What follows belongs to an exercise in optimizing a design on an open flow for small area, a short achievable clock period and few clock cycles per item; a production flow would make more cautious choices. Only simulation tests tie the RTL to the original design; equivalence was not proved. Power and IR drop assume default switching activity.

== job 818 ==
## muldiv_iter
module muldiv_iter #(
  parameter int unsigned XLEN          = 32,
  parameter int unsigned MUL_ITERATIVE = 0
) (
  input  logic            clk_i,
  input  logic            rst_ni,
  input  logic            valid_i,
  output logic            ready_o,
  input  logic [2:0]      op_i,
  input  logic [XLEN-1:0] a_i,
  input  logic [XLEN-1:0] b_i,
  input  logic            kill_i,
  output logic            valid_o,
  input  logic            ready_i,
  output logic [XLEN-1:0] result_o,
  output logic            busy_o
);
  localparam logic [1:0] S_IDLE = 2'd0;
  localparam logic [1:0] S_PREP = 2'd1;
  localparam logic [1:0] S_ITER = 2'd2;
  localparam logic [1:0] S_FIN  = 2'd3;
  logic [1:0]  st_q, st_d;
  logic        rv_q, rv_d;
  logic        ld_q, ld_d;        
  logic        busy_q, busy_d;
  logic [2:0]  op_q;
  logic [34:0] acc_q, acc_d;
  logic [31:0] lo_q, lo_d;
  logic [33:0] bm_q, bm_d;
  logic [4:0]  cnt_q, cnt_d;
  logic        last_q, last_d;    
  logic [1:0]  cls_q, cls_d;      
  logic        k17_q, k17_d;      
  logic [5:0]  bo_d;              
  logic        dfin_q, dfin_d;    
  logic        aneg_q, bneg_q, negq_q;
  logic [5:0]  la_q, lb_q;
  logic [31:0] res_q, res_d;
  logic        c_xen_q, c_xinv_q, c_kc_q, c_m_q, c_2m_q, c_lo_q, c_sx_q;
  logic        c_inv0_q, c_one1_q, c_two1_q, c_neg1_q;
  logic        c_xen, c_xinv, c_kc, c_m, c_2m, c_lo, c_sx;
  logic        c_inv0, c_one1, c_two1, c_neg1;
  function automatic logic [5:0] lzc32(input logic [31:0] x);
    logic [7:0]  z4;
    logic [15:0] c4;
    logic [3:0]  z8;
    logic [11:0] c8;
    logic [1:0]  z16;
    logic [7:0]  c16;
    logic        z32;
    logic [4:0]  c32;
    for (int i = 0; i < 8; i++) begin
      z4[i] = (x[4*i+3 -: 4] == 4'd0);
      c4[2*i +: 2] = x[4*i+3] ? 2'd0 : x[4*i+2] ? 2'd1 : x[4*i+1] ? 2'd2 : 2'd3;
    end
    for (int i = 0; i < 4; i++) begin
      z8[i] = z4[2*i+1] & z4[2*i];
      c8[3*i +: 3] = z4[2*i+1] ? {1'b1, c4[4*i +: 2]} : {1'b0, c4[4*i+2 +: 2]};
    end
    for (int i = 0; i < 2; i++) begin
      z16[i] = z8[2*i+1] & z8[2*i];
      c16[4*i +: 4] = z8[2*i+1] ? {1'b1, c8[6*i +: 3]} : {1'b0, c8[6*i+3 +: 3]};
    end
    z32 = z16[1] & z16[0];
    c32 = z16[1] ? {1'b1, c16[3:0]} : {1'b0, c16[7:4]};
  ...
Settings: LEC_CHECK=0, CAP_MARGIN=40, CORE_MARGIN=2, CORE_UTILIZATION=40, SLEW_MARGIN=40; clock period 13.5 ns.
standard.sh (not shown) runs the stock make flow with config.mk's settings and CLKGATE_MAP_FILE= SYNTH_SCRIPT=/design/flow/synth_recipe.tcl, a recipe that flattens the netlist after the stock synthesis.
==> flow/flow/run.sh <==
#!/bin/bash
set -euo pipefail
export SETUP_SLACK_MARGIN=8.7
bash standard.sh > standard.log 2>&1
Testbench counts of job 818, summed over its fixed seeds: cycles 49,800, items 8,000.
The inputs of job 4667 differ from those of job 818 as listed below.
diff --git a/flow/design.v b/flow/design.v
--- a/flow/design.v
+++ b/flow/design.v
@@ -25,19 +25,19 @@
   logic        busy_q, busy_d;
   logic [2:0]  op_q;
   logic [34:0] acc_q, acc_d;
   logic [31:0] lo_q, lo_d;
   logic [33:0] bm_q, bm_d;
   logic [4:0]  cnt_q, cnt_d;
   logic        last_q, last_d;    
   logic [1:0]  cls_q, cls_d;      
   logic        k17_q, k17_d;      
-  logic [5:0]  bo_d;              
+  logic [5:0]  bo_q, bo_d;        
   logic        dfin_q, dfin_d;    
   logic        aneg_q, bneg_q, negq_q;
   logic [5:0]  la_q, lb_q;
   logic [31:0] res_q, res_d;
   logic        c_xen_q, c_xinv_q, c_kc_q, c_m_q, c_2m_q, c_lo_q, c_sx_q;
   logic        c_inv0_q, c_one1_q, c_two1_q, c_neg1_q;
   logic        c_xen, c_xinv, c_kc, c_m, c_2m, c_lo, c_sx;
   logic        c_inv0, c_one1, c_two1, c_neg1;
   function automatic logic [5:0] lzc32(input logic [31:0] x);
@@ -173,19 +173,19 @@
   always_comb begin
     acc_d  = acc_q;
     lo_d   = lo_q;
     bm_d   = bm_q;
     cnt_d  = cnt_q;
     cls_d  = cls_q;
     st_d   = st_q;
     last_d = last_q;
     k17_d  = k17_q;
-    bo_d   = '0;
+    bo_d   = bo_q;
     dfin_d = dfin_q;
     case (st_q)
       S_PREP: begin
         acc_d  = sum;
         lo_d   = {32{b0_p}};
         bm_d   = bm_q << sh[4:0];
         cnt_d  = sh[4:0];
         last_d = (sh[4:0] == 5'd0);
         dfin_d = op_q[1] | ((aneg_p ^ bneg_p) & ~b0_p);
@@ -331,18 +331,19 @@
   end
   always_ff @(posedge clk_i) begin
     acc_q  <= acc_d;
     lo_q   <= swp ? b_i : lo_d;
     bm_q   <= swp ? {{2{ext_a}}, a_i} : bm_d;
     cnt_q  <= cnt_d;
     cls_q  <= cls_d;
     last_q <= last_d;
     k17_q  <= k17_d;
+    bo_q   <= bo_n;
     dfin_q <= dfin_d;
     c_xen_q  <= c_xen;
     c_xinv_q <= c_xinv;
     c_kc_q   <= c_kc;
     c_m_q    <= c_m;
     c_2m_q   <= c_2m;
     c_lo_q   <= c_lo;
     c_sx_q   <= c_sx;
     c_inv0_q <= c_inv0;
Notes after the runs:
Comparing worst hold slack for job 4667 and job 818, the bigger number came from job 4667. Going from job 818 to job 4667, total power -2.5%; synthesized area +840 um^2; routed length on met2 +6.0%; first-iteration DRC count +351; placeable core area +4.8%. Going from job 818 to job 4667, the relative area change from synthesis to final layout was found to have gone down by 8.1 points.
Testbench counts of job 4667, summed over its fixed seeds: cycles 49,800, items 8,000.

static timing again, ports no longer ideal:
The flow's constraints put no driver on any port. The routed layouts listed below were extracted and timed again, unchanged, in two steps. Step 1 sets driving cells, clkbuf_16 on the clock port and buf_2 on the other inputs (assumed; they add their load-dependent delay and slew). Step 2, shift: input delay + t, output delay - t, t = (earliest + latest rising clock arrival at the registers) / 2. This alone moves slack from input paths to output paths. Three values: ideal, step 1, step 2; two values: the first two.
| run | t, ns | slack for setup (ns) | worst hold slack (ns) | worst setup path at the end | slew at the worst register clock pin (ns) |
|---|---|---|---|---|---|
| job 818 | 0.540 | 8.495 / 8.495 / 8.205 | 0.462 / 0.462 / 0.462 | input to register | 0.09 / 0.09 |
| job 4667 | 0.532 | 8.673 / 8.694 / 8.163 | 0.465 / 0.465 / 0.465 | input to register | 0.10 / 0.10 |
After both steps every run listed still meets setup and hold. The setup slack of job 4667, which loses most, moves by +0.021 ns with the drivers and by -0.510 ns with both steps.
